This design comes from an exercise in tuning for a short achievable clock period and few clock cycles per item on the open sky130 flow, not from production work.
The RTL was checked by simulation tests, not by an equivalence proof against the original design.
No activity file was given, so power comes from the tool's default toggle rates.

// wbe_mem_top
module wbe_mem_top #(
    parameter int ADDR_W      = 6,
    parameter int DATA_W      = 32,
    parameter int REQ_DEPTH   = 4,
    parameter int RSP_CREDITS = 2,
    parameter int LANES       = DATA_W / 8
) (
    input  logic              clk,
    input  logic              rst,
    input  logic              req_valid,
    input  logic [ADDR_W-1:0] req_addr,
    input  logic [LANES-1:0]  req_be,
    input  logic [DATA_W-1:0] req_wdata,
    input  logic              rsp_credit,
    output logic              req_credit,
    output logic              rsp_valid,
    output logic [DATA_W-1:0] rsp_rdata
);
clock: 4.3 ns
lec_check: 0
abc_clock_period_in_ps: 2000
cap_margin: 20
core_margin: 2
core_utilization: 65
cts_cluster_diameter: 80
cts_cluster_size: 32
place_density: 0.75
setup_slack_margin: 2.3
slew_margin: 20
run.sh (not shown) runs the stock make flow with config.mk's settings and CLKGATE_MAP_FILE= SYNTH_SCRIPT=/design/flow/synth_recipe.tcl, a recipe that flattens the netlist after the stock synthesis.
The first run produced a clean layout.
Testbench counts at the start, summed over its fixed seeds: cycles 4,120, items 4,096.
Change:
CTS_CLUSTER_DIAMETER = 60   (was 80)
CTS_CLUSTER_SIZE = 34   (was 32)
This time the run finished with antenna rules left.
Clock skew increases by 0.021 ns.
Die area is unchanged.
Routed wire length increases by 1.1%.
Maximum frequency decreases by about 1%.
Sequential cell count is unchanged.
Sequential share of layout area decreases by 1.5 points.
Change:
==> flow/flow/run.sh (new file) <==
#!/bin/bash
# Standard ORFS layout, with the clock tree routed on the thick upper
# metal layers. Each tool's output stays in orfs/logs; make's own
# output goes to flow_make.log.
set -euo pipefail
bash standard.sh MIN_CLK_ROUTING_LAYER=met4 finish > flow_make.log 2>&1
==> flow/standard.sh (new file) <==
#!/bin/bash
# synth_recipe.tcl (not shown) runs the flow's synth.tcl, then flattens the netlist and writes it again
# the make line also repeats each setting of config.mk as NAME=value (left out here)
make -C /OpenROAD-flow-scripts/flow DESIGN_CONFIG=/design/flow/config.mk WORK_HOME=/design/flow/orfs CLKGATE_MAP_FILE= SYNTH_SCRIPT=/design/flow/synth_recipe.tcl "${@:-finish}"
CTS_CLUSTER_DIAMETER = 100   (was 60)
CTS_CLUSTER_SIZE = 28   (was 34)
removed: flow/run.sh
=> This time the run produced a clean layout; global-route usage is higher by 0.24 points; count of clock-buffer cells in the layout is higher by 27; power is lower by 8.7%; cell count is lower by 1.2%; first-iteration DRC count is lower by 2.5%; core utilization is lower by 1.6 points; synthesized area does not change; routed wire length barely changes.
Change:
==> flow/run.sh (new file) <==
#!/bin/bash
# synth_recipe.tcl (not shown) runs the flow's synth.tcl, then flattens the netlist and writes it again
# the make line also repeats each setting of config.mk as NAME=value (left out here)
make -C /OpenROAD-flow-scripts/flow DESIGN_CONFIG=/design/flow/config.mk WORK_HOME=/design/flow/orfs CLKGATE_MAP_FILE= SYNTH_SCRIPT=/design/flow/synth_recipe.tcl finish
removed: flow/flow/run.sh
removed: flow/standard.sh
Final cell count is unchanged.
Synthesized cell count stays the same.
Routed wire length decreases by 0.91%.
Setup slack degrades by 0.0078 ns.
Sequential cell count stays the same.


The RTL this note starts from:
==> flow/design.v <==
`default_nettype none
module req_credit_fifo #(
    parameter int ADDR_W = 6,
    parameter int DATA_W = 32,
    parameter int LANES  = DATA_W / 8,
    parameter int DEPTH  = 2 ** ADDR_W
) (
    input  logic              clk,
    input  logic              rst,
    input  logic              req_valid,
    input  logic [ADDR_W-1:0] req_addr,
    input  logic [LANES-1:0]  req_be,
    input  logic [DATA_W-1:0] req_wdata,
    output logic              s_valid,    
    output logic [DEPTH-1:0]  s_sel,      
    output logic [LANES-1:0]  s_be,       
    output logic [DATA_W-1:0] s_wdata
);
    always_ff @(posedge clk) begin
        for (int i = 0; i < DEPTH; i++) begin
            s_sel[i] <= (req_addr == ADDR_W'(i));
        end
        s_be    <= req_be & {LANES{req_valid}};
        s_wdata <= req_wdata;
    end
    always_ff @(posedge clk) begin
        if (rst) begin
            s_valid <= 1'b0;
        end else begin
            s_valid <= req_valid;
        end
    end
endmodule
`default_nettype wire
`default_nettype none
module wbe_sram #(
    parameter int ADDR_W = 6,
    parameter int DATA_W = 32,
    parameter int LANES  = DATA_W / 8,
    parameter int DEPTH  = 2 ** ADDR_W,
    parameter int GROUPS = 4
) (
    input  logic                     clk,
    input  logic [DEPTH-1:0]         sel,
    input  logic [LANES-1:0]         be,
    input  logic [DATA_W-1:0]        wdata,
    output logic [GROUPS*DATA_W-1:0] part
);
    localparam int PER_GROUP = DEPTH / GROUPS;
    logic [DATA_W-1:0] words [DEPTH];    
    for (genvar w = 0; w < DEPTH; w++) begin : g_word
        for (genvar l = 0; l < LANES; l++) begin : g_lane
            always_ff @(posedge clk) begin
                if (sel[w] && be[l]) begin
                    words[w][l*8 +: 8] <= wdata[l*8 +: 8];
                end
            end
        end
    end
    always_ff @(posedge clk) begin
        for (int g = 0; g < GROUPS; g++) begin
            logic [DATA_W-1:0] acc;
            acc = '0;
            for (int k = 0; k < PER_GROUP; k++) begin
                acc = acc | ({DATA_W{sel[g*PER_GROUP + k]}} & words[g*PER_GROUP + k]);
            end
            part[g*DATA_W +: DATA_W] <= acc;
        end
    end
endmodule
`default_nettype wire
`default_nettype none
module mem_issue_ctrl #(
    parameter int RSP_CREDITS = 2,
    parameter int DATA_W      = 32,
    parameter int GROUPS      = 4,
    parameter int QDEPTH      = 3
) (
    input  logic                     clk,
    input  logic                     rst,
    input  logic                     s_valid,    
    input  logic [GROUPS*DATA_W-1:0] part,       
    input  logic                     rsp_credit,
    output logic                     req_credit,
    output logic                     rsp_valid,
    output logic [DATA_W-1:0]        rsp_rdata
);
    localparam int CNT_W = $clog2(RSP_CREDITS + 1);
    localparam int QN_W  = $clog2(QDEPTH + 1);
    logic              r_valid;                  
    logic [DATA_W-1:0] r_data;
    logic              head_valid;               
    logic [DATA_W-1:0] q_data [QDEPTH];          
    logic [QN_W-1:0]   q_cnt;
    logic [CNT_W-1:0]  slots;                    
    logic              head_free;
    logic              head_valid_nxt;
    logic              slot_left;
    always_comb begin
        r_data = '0;
        for (int g = 0; g < GROUPS; g++) begin
            r_data = r_data | part[g*DATA_W +: DATA_W];
        end
    end
    assign head_free      = !head_valid || rsp_valid;
    assign head_valid_nxt = !head_free || (q_cnt != '0) || r_valid;
    assign slot_left      = (slots != CNT_W'(rsp_valid));
    assign req_credit = rsp_valid;
    always_ff @(posedge clk) begin
        if (head_free) begin
            rsp_rdata <= (q_cnt != '0) ? q_data[0] : r_data;
        end
        for (int k = 0; k < QDEPTH; k++) begin
            if (head_free && q_cnt != '0) begin
                if (r_valid && q_cnt == QN_W'(k + 1)) begin
                    q_data[k] <= r_data;
                end else if (k + 1 < QDEPTH) begin
                    q_data[k] <= q_data[k + 1];
                end
            end else if (!head_free && r_valid && q_cnt == QN_W'(k)) begin
                q_data[k] <= r_data;
            end
        end
    end
    always_ff @(posedge clk) begin
        if (rst) begin
            r_valid    <= 1'b0;
            head_valid <= 1'b0;
            q_cnt      <= '0;
            slots      <= CNT_W'(RSP_CREDITS);
            rsp_valid  <= 1'b0;
        end else begin
            r_valid    <= s_valid;
            head_valid <= head_valid_nxt;
            if (head_free) begin
                if (q_cnt != '0 && !r_valid) q_cnt <= q_cnt - 1'b1;
            end else if (r_valid) begin
                q_cnt <= q_cnt + 1'b1;
            end
            slots     <= slots - CNT_W'(rsp_valid) + CNT_W'(rsp_credit);
            rsp_valid <= head_valid_nxt && (slot_left || rsp_credit);
        end
    end
endmodule
`default_nettype wire
`default_nettype none
module wbe_mem_top #(
    parameter int ADDR_W      = 6,
    parameter int DATA_W      = 32,
    parameter int REQ_DEPTH   = 4,
    parameter int RSP_CREDITS = 2,
    parameter int LANES       = DATA_W / 8
) (
    input  logic              clk,
    input  logic              rst,
    input  logic              req_valid,
    input  logic [ADDR_W-1:0] req_addr,
    input  logic [LANES-1:0]  req_be,
    input  logic [DATA_W-1:0] req_wdata,
    input  logic              rsp_credit,
    output logic              req_credit,
    output logic              rsp_valid,
    output logic [DATA_W-1:0] rsp_rdata
);
    localparam int DEPTH  = 2 ** ADDR_W;
    localparam int GROUPS = 4;
    logic                     s_valid;
    logic [DEPTH-1:0]         s_sel;
    logic [LANES-1:0]         s_be;
    logic [DATA_W-1:0]        s_wdata;
    logic [GROUPS*DATA_W-1:0] part;
    req_credit_fifo #(
        .ADDR_W (ADDR_W),
        .DATA_W (DATA_W)
    ) u_fifo (
        .clk       (clk),
        .rst       (rst),
        .req_valid (req_valid),
        .req_addr  (req_addr),
        .req_be    (req_be),
        .req_wdata (req_wdata),
        .s_valid   (s_valid),
        .s_sel     (s_sel),
        .s_be      (s_be),
        .s_wdata   (s_wdata)
    );
    wbe_sram #(
        .ADDR_W (ADDR_W),
        .DATA_W (DATA_W),
        .GROUPS (GROUPS)
    ) u_sram (
        .clk   (clk),
        .sel   (s_sel),
        .be    (s_be),
        .wdata (s_wdata),
        .part  (part)
    );
    mem_issue_ctrl #(
        .RSP_CREDITS (RSP_CREDITS),
        .DATA_W      (DATA_W),
        .GROUPS      (GROUPS),
        .QDEPTH      (REQ_DEPTH - 1)
    ) u_ctrl (
        .clk        (clk),
        .rst        (rst),
        .s_valid    (s_valid),
        .part       (part),
        .rsp_credit (rsp_credit),
        .req_credit (req_credit),
        .rsp_valid  (rsp_valid),
        .rsp_rdata  (rsp_rdata)
    );
endmodule
`default_nettype wire
make LEC_CHECK=0 ABC_CLOCK_PERIOD_IN_PS=2000 CAP_MARGIN=20 CORE_MARGIN=2 CORE_UTILIZATION=65 PLACE_DENSITY=0.75 SETUP_SLACK_MARGIN=2.3 SLEW_MARGIN=20 finish   # period 4.3 ns
Stock flow here: none of the scripts above is used.
The baseline passed the timing, DRC and antenna checks.
Testbench counts at the start, summed over its fixed seeds: cycles 4,120, items 4,096.
Edit:
--- a/flow/config.mk
+++ b/flow/config.mk
@@ -7,8 +7,5 @@
 export LEC_CHECK = 0
-export ABC_CLOCK_PERIOD_IN_PS = 2000
 export CAP_MARGIN = 20
 export CORE_MARGIN = 2
-export CORE_UTILIZATION = 65
-export PLACE_DENSITY = 0.75
-export SETUP_SLACK_MARGIN = 2.3
+export CORE_UTILIZATION = 40
 export SLEW_MARGIN = 20
=> Via count drops by 2.1%; hold slack got worse by 41 ps; synthesized cell count stays the same; final area is higher by 2.1%; power is higher by 2.4%; sequential cell count does not change; global-route usage fell by 11 points; non-clock buffer count goes up by 3; worst setup slack degrades by 380 ps; clock skew came out higher by 42 ps; die area climbs by 62%.
Edit:
--- a/flow/config.mk
+++ b/flow/config.mk
@@ -7,2 +7,3 @@
 export LEC_CHECK = 0
+export ABC_CLOCK_PERIOD_IN_PS = 2000
 export CAP_MARGIN = 20
@@ -10,2 +11,3 @@
 export CORE_UTILIZATION = 40
+export SETUP_SLACK_MARGIN = 2.3
 export SLEW_MARGIN = 20
The changed run completed with no timing, DRC or antenna violations.
Total power decreases slightly.
Core utilization is lower by 0.18 points.
Non-clock buffer count drops by 8.
Worst setup slack is better by 160 ps.
Final area falls slightly.
First-iteration DRC count came out higher by a few percent.
Routed wire length came out higher slightly.

-- what the ideal ports hide --
The results above use ideal ports. As a check the final layouts listed here were re-extracted and re-timed, cells and wires unchanged.
Step 1: set_driving_cell puts a clkbuf_16 on clk and a buf_2 on each other input, an assumption about the parent block.
Step 2 times the ports against the registers' clock, not the clock port: input delays grow and output delays shrink by t, the midpoint of the rising clock arrivals with the driver on.
a / b / c = no drivers / after step 1 / after step 2; a / b = the first two.
| run | t, ns | slack for setup (ns) | hold WS [ns] | latest minus earliest clock arrival (ns) | pins driven straight from the clock port |
|---|---|---|---|---|---|
| the first run of note 1 | 0.824 | 2.187 / 2.108 / 1.839 | 0.462 / 0.459 / 0.462 | 0.047 / 0.048 | 1 |
| the second run of note 1 | 0.869 | 2.166 / 2.085 / 1.886 | 0.448 / 0.418 / 0.448 | 0.061 / 0.061 | 1 |
| the third run of note 1 | 0.820 | 2.201 / 2.122 / 1.782 | 0.460 / 0.460 / 0.460 | 0.042 / 0.042 | 1 |
| the fourth run of note 1 | 0.834 | 2.194 / 2.111 / 1.856 | 0.459 / 0.459 / 0.459 | 0.046 / 0.046 | 1 |
| the first run of note 2 | 0.917 | 2.035 / 1.959 / 1.727 | 0.445 / 0.393 / 0.466 | 0.028 / 0.027 | 1 |
| the second run of note 2 | 0.962 | 1.656 / 1.562 / 1.768 | 0.404 / 0.331 / 0.440 | 0.078 / 0.078 | 1 |
| the third run of note 2 | 0.934 | 1.820 / 1.732 / 1.900 | 0.442 / 0.381 / 0.442 | 0.041 / 0.041 | 1 |
The setup slack of the third run of note 1, which loses most, moves by -0.079 ns with the drivers and by -0.419 ns with both steps.
